This is an optimization exercise on Yosys and OpenROAD, whose aim is small area, a short achievable clock period and few clock cycles per item, not a production implementation. Only simulation tests tie the RTL to the original design; equivalence was not proved. No activity file was given, so power comes from the tool's default toggle rates.

== run a ==
// sprite_blit_colour_key_clip
module sprite_blit_colour_key_clip (
   input  logic        clock,
   input  logic        reset,
   input  logic        req_tvalid,
   output logic        req_tready,
   input  logic [31:0] req_tdata,
   output logic        rsp_tvalid,
   input  logic        rsp_tready,
   output logic [47:0] rsp_tdata,
   output logic [1:0]  rsp_tuser,
   output logic        rsp_tlast,
   input  logic        csr_we,
   input  logic [2:0]  csr_index,
   input  logic [11:0] csr_wdata
);
For scale: ~230 flip-flops, roughly 14,000 um2 of cells after synthesis.
Settings: LEC_CHECK=0, CAP_MARGIN=20, CORE_MARGIN=2, CORE_UTILIZATION=40, SETUP_SLACK_MARGIN=4.0, SLEW_MARGIN=20; clock period 7.0 ns.
standard.sh (not shown) runs the stock make flow with config.mk's settings and CLKGATE_MAP_FILE= SYNTH_SCRIPT=/design/flow/synth_recipe.tcl, a recipe that flattens the netlist after the stock synthesis.
==> flow/flow/run.sh <==
#!/bin/bash
# The standard layout (standard.sh), with one change: the port buffers that
# global placement inserts on every input and output use buf_2 instead of the
# resizer's default pick (clkdlybuf4s50_1, a slow delay buffer).
set -euo pipefail
export BUFFER_PORTS_ARGS="-buffer_cell sky130_fd_sc_hd__buf_2"
bash standard.sh finish > standard_finish.log 2>&1
Testbench counts of run a, summed over its fixed seeds: cycles 43,016, items 40,504.
Changes in run b relative to run a:
==> flow/run.sh (new file) <==
#!/bin/bash
# synth_recipe.tcl (not shown) runs the flow's synth.tcl, then flattens the netlist and writes it again
# the make line also repeats each setting of config.mk as NAME=value (left out here)
make -C /OpenROAD-flow-scripts/flow DESIGN_CONFIG=/design/flow/config.mk WORK_HOME=/design/flow/orfs CLKGATE_MAP_FILE= SYNTH_SCRIPT=/design/flow/synth_recipe.tcl finish
removed: flow/flow/run.sh
removed: flow/standard.sh
Findings:
The final layouts of run b and run a pass the timing, DRC and antenna checks.
Between run b and run a, total CTS buffers is higher for run a, run b comes in under that.
Compared with run a, in run b final critical-path share of the clock period now sits at about the same level; first-iteration detailed-routing DRC count moved up.
Run b reports its end point of the critical path as pb[21]$_SDFFCE_PN0P_ while run a reports pb[20]$_SDFFCE_PN0P_.
Of run b and run a, the run reporting the higher combinational power share was run a.
| upper clock frequency limit | run a vs run b | ≈ equal |
Taking run a as the reference, in run b largest incremental delay on the critical path higher; routed wirelength normalized by instance count roughly the same.


Another version of the RTL of sprite_blit_colour_key_clip (not shown whole).
Size in the first run: ~1900 cells after synthesis, ~110 I/O pins.
// sprite_blit_colour_key_clip
module sprite_blit_colour_key_clip (
   input  logic        clock,
   input  logic        reset,
   input  logic        req_tvalid,
   output logic        req_tready,
   input  logic [31:0] req_tdata,
   output logic        rsp_tvalid,
   input  logic        rsp_tready,
   output logic [47:0] rsp_tdata,
   output logic [1:0]  rsp_tuser,
   output logic        rsp_tlast,
   input  logic        csr_we,
   input  logic [2:0]  csr_index,
   input  logic [11:0] csr_wdata
);
clock: 7.0 ns
lec_check: 0
abc_area: 1
cap_margin: 20
core_margin: 2
core_utilization: 40
setup_slack_margin: 4.0
slew_margin: 20
==> flow/flow/run.sh <==
#!/bin/bash
# The standard layout (standard.sh), with one change: the port buffers that
# global placement inserts on every input and output use buf_2 instead of the
# resizer's default pick (clkdlybuf4s50_1, a slow delay buffer).
set -euo pipefail
export BUFFER_PORTS_ARGS="-buffer_cell sky130_fd_sc_hd__buf_2"
bash standard.sh finish > standard_finish.log 2>&1
The first run completed without violations.
Testbench counts at the start, summed over its fixed seeds: cycles 43,064, items 40,504.
Edit:
ABC_AREA = not set   (was 1)
SETUP_SLACK_MARGIN = 3.75   (was 4.0)
The changed run went through all stages and came out clean; first-iteration DRC count stays flat; wire length shrinks by 6.4%; critical path depth does not change; die area is about the same; hold slack gains 0.014 ns; synthesized area is about the same; core utilization shrinks by 0.37 points; non-clock buffer count shrinks by 11; sequential share of layout area grows by 0.29 points.
Edit:
ABC_AREA = 1   (was not set)
=> Clock power grows by about 6%; sequential power grows by about 4%; core utilization does not change; sequential cell count does not change; wire length grows by 6.4%; die area stays flat; cell area is unchanged; final cell count grows by 9.4%.
Edit:
ABC_AREA = not set   (was 1)
SETUP_SLACK_MARGIN = 4.0   (was 3.75)
After rerunning:
- routed wire length went down by a few percent
- synthesized cell count goes down by roughly a tenth
- critical path depth rose by 8
- die area barely changes
- setup slack gains 0.055 ns
- sequential share of layout area went down by 1.0 points


== south ==
The RTL this note starts from:
==> flow/design.v <==
module sprite_blit_colour_key_clip (
   input  logic        clock,
   input  logic        reset,
   input  logic        req_tvalid,
   output logic        req_tready,
   input  logic [31:0] req_tdata,
   output logic        rsp_tvalid,
   input  logic        rsp_tready,
   output logic [47:0] rsp_tdata,
   output logic [1:0]  rsp_tuser,
   output logic        rsp_tlast,
   input  logic        csr_we,
   input  logic [2:0]  csr_index,
   input  logic [11:0] csr_wdata
);
   localparam logic [15:0] KEY = 16'hF81F;
   function automatic logic geu(input logic [12:0] a, input logic [12:0] b);
      logic cy;
      cy = 1'b1;
      for (int i = 0; i < 13; i++)
         cy = (a[i] & ~b[i]) | (cy & (a[i] | ~b[i]));
      geu = cy;
   endfunction
   function automatic logic ges(input logic [12:0] a, input logic [12:0] b);
      ges = geu({~a[12], a[11:0]}, {~b[12], b[11:0]});
   endfunction
   logic [9:0]  wm1, hm1;           
   logic [11:0] px, py;             
   logic [1:0]  al, op;
   logic [11:0] sw, sh;             
   logic [12:0] xe;                 
   logic [12:0] colv;               
   logic [12:0] rowv;               
   logic [21:0] pb;                 
   logic        off_ff;
   logic [4:0]  ms;                 
   logic        rdy_ff, wr_ff;
   logic        s_valid, s_bgok;
   logic [15:0] s_pix;
   logic [9:0]  c, r;
   logic        hit;
   logic        o_valid, o_we, o_last;
   logic [21:0] o_dest;
   logic [15:0] o_pix;
   function automatic logic [9:0] clamp_s_m1(input logic [10:0] v);
      if (v == 11'd0)      clamp_s_m1 = 10'd0;
      else if (v[10])      clamp_s_m1 = 10'd1023;
      else                 clamp_s_m1 = v[9:0] - 10'd1;
   endfunction
   function automatic logic [11:0] clamp_f(input logic [11:0] v);
      if (v == 12'd0)                 clamp_f = 12'd1;
      else if (v[11] && |v[10:0])     clamp_f = 12'd2048;
      else                            clamp_f = v;
   endfunction
   always_ff @(posedge clock) begin
      if (reset) begin
         wm1 <= 10'd0;
         hm1 <= 10'd0;
         px  <= 12'd0;
         py  <= 12'd0;
         al  <= 2'd0;
         op  <= 2'd0;
         sw  <= 12'd1024;
         sh  <= 12'd768;
      end else if (csr_we) begin
         case (csr_index)
            3'd0: wm1 <= clamp_s_m1(csr_wdata[10:0]);
            3'd1: hm1 <= clamp_s_m1(csr_wdata[10:0]);
            3'd2: px  <= csr_wdata;
            3'd3: py  <= csr_wdata;
            3'd4: al  <= csr_wdata[1:0];
            3'd5: op  <= csr_wdata[1:0];
            3'd6: sw  <= clamp_f(csr_wdata);
            default: sh <= clamp_f(csr_wdata);
         endcase
      end
   end
   logic [9:0]  c_n;
   logic [11:0] dlo;
   logic [21:0] dest;
   logic        colvis, rowvis, vis, first, col_wrap, row_wrap;
   logic        spr_ok, bg_ok, can_out, in_acc, accept, s_valid_n;
   logic [15:0] pix;
   assign colvis   = !colv[12] && (colv[11:0] < sw);
   assign rowvis   = !rowv[12] && !geu({1'b0, rowv[11:0]}, {1'b0, sh});
   assign vis      = colvis && rowvis;
   assign dlo      = {1'b0, pb[10:0]} + {1'b0, colv[10:0]};
   assign dest     = {dlo[11] ? pb[21:11] + 11'd1 : pb[21:11], dlo[10:0]};
   assign first    = (c == 10'd0) && (r == 10'd0);
   assign col_wrap = geu({3'b000, c}, {3'b000, wm1});
   assign row_wrap = geu({3'b000, r}, {3'b000, hm1});
   assign pix      = s_valid ? s_pix : req_tdata[15:0];
   assign spr_ok   = pix != KEY;
   assign bg_ok    = s_valid ? s_bgok : req_tdata[31:16] != KEY;
   assign can_out    = !o_valid || rsp_tready;
   assign req_tready = rdy_ff;
   assign in_acc     = req_tvalid && rdy_ff;
   assign accept     = can_out && (s_valid ? ms == 5'd0 : in_acc);
   assign s_valid_n  = s_valid ? !accept : in_acc && !accept;
   assign c_n        = !accept ? c : col_wrap ? 10'd0 : c + 10'd1;
   always_ff @(posedge clock) begin
      if (reset) begin
         c       <= 10'd0;
         r       <= 10'd0;
         hit     <= 1'b0;
         o_valid <= 1'b0;
      end else begin
         if (accept) begin
            o_valid <= 1'b1;
            hit     <= (first ? 1'b0 : hit) |
                       ((op == 2'd3) && vis && spr_ok && bg_ok);
            c <= c_n;
            if (col_wrap)
               r <= row_wrap ? 10'd0 : r + 10'd1;
         end else if (rsp_tready) begin
            o_valid <= 1'b0;
         end
      end
   end
   always_ff @(posedge clock) begin
      if (accept) begin
         o_we   <= vis && (op == 2'd2 || (!op[1] && spr_ok));
         o_dest <= vis ? dest : 22'd0;
         o_pix  <= pix;
         o_last <= col_wrap && row_wrap;
      end
   end
   logic [12:0] xb;
   logic        xci;
   logic [21:0] add_a, add_b, sum;
   logic [22:0] sum_x;
   logic [13:0] xe_x;
   logic        add_ci, restart;
   logic [4:0]  ms_n;
   logic        m_i, m_1, m_2, m_h, m_hb;    
   logic        sel_c, sel_e;                
   logic        off_x, off_y, wr2_ff;
   always_comb begin
      xb  = ({13{sel_c}} & ~{4'b0000, wm1[9:1]}) |
            ({13{sel_e}} & ~{3'b000, wm1});
      xci = sel_c && !wm1[0];
      xe_x = {px[11], px, xci} + {xb, xci};
      add_a  = ({22{m_h}} & {pb[20:0], 1'b0}) |
               ({22{m_1}} & {{10{py[11]}}, py}) |
               ({22{!m_h && !m_1}} & pb);
      add_b  = ({22{m_i}} & ~{10'd0, sw}) |
               ({22{m_1}} & {12'd0, hm1}) |
               ({22{m_2}} & ~{12'd0, r}) |
               ({22{m_hb}} & {{9{rowv[12]}}, rowv});
      add_ci = m_i || m_2;
      sum_x = {add_a, add_ci} + {add_b, add_ci};
      sum   = sum_x[22:1];
      restart = (csr_we && (csr_index == 3'd1 || csr_index == 3'd3 || csr_index == 3'd6)) ||
                (accept && col_wrap && row_wrap);
      if (restart)            ms_n = 5'd1;
      else if (ms == 5'd2)    ms_n = 5'd27;
      else if (ms == 5'd16)   ms_n = 5'd0;
      else if (ms[4])         ms_n = ms - 5'd1;
      else if (ms == 5'd1)    ms_n = 5'd2;
      else                    ms_n = 5'd0;
   end
   always_ff @(posedge clock) begin
      xe     <= xe_x[13:1];
      colv   <= !accept ? xe + {3'b000, c} : col_wrap ? xe : colv + 13'd1;
      if (in_acc && !accept) begin
         s_pix  <= req_tdata[15:0];
         s_bgok <= req_tdata[31:16] != KEY;
      end
      sel_c  <= op != 2'd3 && al == 2'd1;
      sel_e  <= op != 2'd3 && al == 2'd2;
      off_x  <= ges(~{3'b000, wm1}, xe) ||                   
                ges(xe, {1'b0, sw});                         
      off_y  <= ges(~{3'b000, hm1}, {py[11], py}) ||         
                ges({py[11], py}, {1'b0, sh});               
      off_ff <= off_x || off_y;
      if (m_h || m_1 || (accept && col_wrap && !row_wrap))
         pb <= sum;
      else if (m_2)
         pb <= 22'd0;
      if (m_2)
         rowv <= sum[12:0];
      else if (accept && col_wrap && !row_wrap)
         rowv <= rowv - 13'd1;
   end
   always_ff @(posedge clock) begin
      if (reset) begin
         ms     <= 5'd1;
         m_i    <= 1'b0;
         m_1    <= 1'b1;
         m_2    <= 1'b0;
         m_h    <= 1'b0;
         m_hb   <= 1'b0;
         rdy_ff <= 1'b0;
         wr_ff  <= 1'b0;
         wr2_ff <= 1'b0;
         s_valid <= 1'b0;
      end else begin
         ms     <= ms_n;
         m_i    <= ms_n == 5'd0;
         m_1    <= ms_n == 5'd1;
         m_2    <= ms_n == 5'd2;
         m_h    <= ms_n[4];
         m_hb   <= ms_n[4] && sw[ms_n[3:0]];
         wr_ff  <= csr_we;
         wr2_ff <= wr_ff;
         s_valid <= s_valid_n;
         rdy_ff <= ms_n == 5'd0 && !csr_we && !wr_ff && !wr2_ff && !s_valid_n;
      end
   end
   assign rsp_tvalid = o_valid;
   assign rsp_tdata  = {7'd0, off_ff, hit, o_pix, o_dest, o_we};
   assign rsp_tuser  = {op[1], op[0] && !op[1]};
   assign rsp_tlast  = o_last;
endmodule
export LEC_CHECK = 0
export ABC_AREA = 1
export CAP_MARGIN = 20
export CORE_MARGIN = 2
export CORE_UTILIZATION = 40
export SETUP_SLACK_MARGIN = 4.25
export SLEW_MARGIN = 20
create_clock -name core_clock -period 7.0 [get_ports {clock}]
Scripts as last shown in full above: flow/flow/run.sh
Testbench counts of south, summed over its fixed seeds: cycles 43,016, items 40,504.
Edits applied to the flow inputs when going from south to middle:
- a deleted ABC_AREA that had been 1
- a change of SETUP_SLACK_MARGIN from 4.25 to 3.5
middle completed end to end with timing, DRC and antenna clean. Looking at floorplan die area across both flows, middle is the weaker of the two, with south ahead. Looking at maximum clock frequency, middle sits 15% below south. Well tap count, middle and south, lower one = south. [compare] base=south new=middle: finished layout cell area decreased by 9.2% relative to the old numbers; signed area change from the synthesized netlist to the final layout went down; clock power has decreased. The capture point of the worst path comes out pb[0] in one run and pb[19] in the other, namely in middle and south respectively. Sort middle and south by proportion of synthesized chip area in sequential cells asc -> top: middle.


RTL: the design.v shown in full above, as it stands there.
clock: 7.0 ns
lec_check: 0
cap_margin: 20
core_margin: 2
core_utilization: 40
setup_slack_margin: 4.0
slew_margin: 20
run.sh (not shown) runs the stock make flow with config.mk's settings and CLKGATE_MAP_FILE= SYNTH_SCRIPT=/design/flow/synth_recipe.tcl, a recipe that flattens the netlist after the stock synthesis.
Stock flow here: none of the scripts above is used.
Testbench counts at the start, summed over its fixed seeds: cycles 43,016, items 40,504.
Change:
--- a/flow/config.mk
+++ b/flow/config.mk
@@ -11 +11 @@
-export SETUP_SLACK_MARGIN = 4.0
+export SETUP_SLACK_MARGIN = 5.0
Effect: The new run passed the timing, DRC and antenna checks; design area is higher by 20%; first-iteration DRC count is higher by 6.5%; core utilization is higher by 9.8 points; power is higher by 9.9%; die area is unchanged; wire length is higher by 18%; fmax is lower by 3.6%; critical path depth is lower by 2.
Change:
==> flow/flow/run.sh (new file) <==
#!/bin/bash
# The standard layout (standard.sh), with one change: the port buffers that
# global placement inserts on every input and output use buf_2 instead of the
# resizer's default pick (clkdlybuf4s50_1, a slow delay buffer).
set -euo pipefail
export BUFFER_PORTS_ARGS="-buffer_cell sky130_fd_sc_hd__buf_2"
bash standard.sh finish > standard_finish.log 2>&1
==> flow/standard.sh (new file) <==
#!/bin/bash
# synth_recipe.tcl (not shown) runs the flow's synth.tcl, then flattens the netlist and writes it again
# the make line also repeats each setting of config.mk as NAME=value (left out here)
make -C /OpenROAD-flow-scripts/flow DESIGN_CONFIG=/design/flow/config.mk WORK_HOME=/design/flow/orfs CLKGATE_MAP_FILE= SYNTH_SCRIPT=/design/flow/synth_recipe.tcl "${@:-finish}"
--- a/flow/config.mk
+++ b/flow/config.mk
@@ -7,0 +8 @@
+export ABC_AREA = 1
@@ -11 +12 @@
-export SETUP_SLACK_MARGIN = 5.0
+export SETUP_SLACK_MARGIN = 3.75
removed: flow/run.sh
Result: The changed run went through all stages and came out clean. Fmax goes up by 3.1%. Area after synthesis falls by 1.4%. Total power goes down by 10%.
Change:
--- a/flow/config.mk
+++ b/flow/config.mk
@@ -8 +7,0 @@
-export ABC_AREA = 1
@@ -12 +11 @@
-export SETUP_SLACK_MARGIN = 3.75
+export SETUP_SLACK_MARGIN = 4.25
Die area is higher slightly.
Count of clock-buffer cells in the layout came out higher by 2.
Clock skew goes up by 3.2 ps.
Final area rose by roughly a tenth.
Worst setup slack loses 67 ps.
Routed wire length goes up by a few percent.
Maximum frequency came out lower by a few percent.
Total power grows by a few percent.

-- re-timing with driven ports --
The results above use ideal ports. As a check the final layouts listed here were re-extracted and re-timed, cells and wires unchanged.
Step 1 assumes that a clkbuf_16 drives the clock port and a buf_2 every other input.
Step 2 adds t to the input delays and takes it off the output delays; t is the mean of the earliest and latest rising clock arrival at the registers after step 1. Input paths then give back, and output paths get back, about the clock's delay inside the block.
a / b / c = ideal / step 1 / step 2; a / b = the first two.
run	t, ns	setup slack, ns	clock arrival spread, ns
run a	0.593	3.830 / 3.830 / 3.295	0.013 / 0.013
run b	0.591	3.834 / 3.834 / 3.418	0.017 / 0.016
the first run of note 2	0.597	4.130 / 4.130 / 3.572	0.025 / 0.025
the second run of note 2	0.595	3.868 / 3.868 / 3.320	0.021 / 0.021
the third run of note 2	0.595	3.912 / 3.860 / 3.354	0.022 / 0.022
the fourth run of note 2	0.577	3.967 / 3.967 / 3.542	0.011 / 0.011
south	0.600	4.140 / 4.140 / 3.690	0.028 / 0.028
middle	0.589	3.646 / 3.651 / 3.077	0.027 / 0.027
the first run of note 4	0.589	3.938 / 3.938 / 3.507	0.020 / 0.020
the second run of note 4	0.595	3.822 / 3.822 / 3.649	0.025 / 0.025
the third run of note 4	0.585	3.917 / 3.917 / 3.396	0.016 / 0.016
the fourth run of note 4	0.593	3.850 / 3.850 / 3.671	0.022 / 0.021
After both steps every run listed still meets setup and hold. The setup slack of middle, which loses most, moves by +0.005 ns with the drivers and by -0.569 ns with both steps.
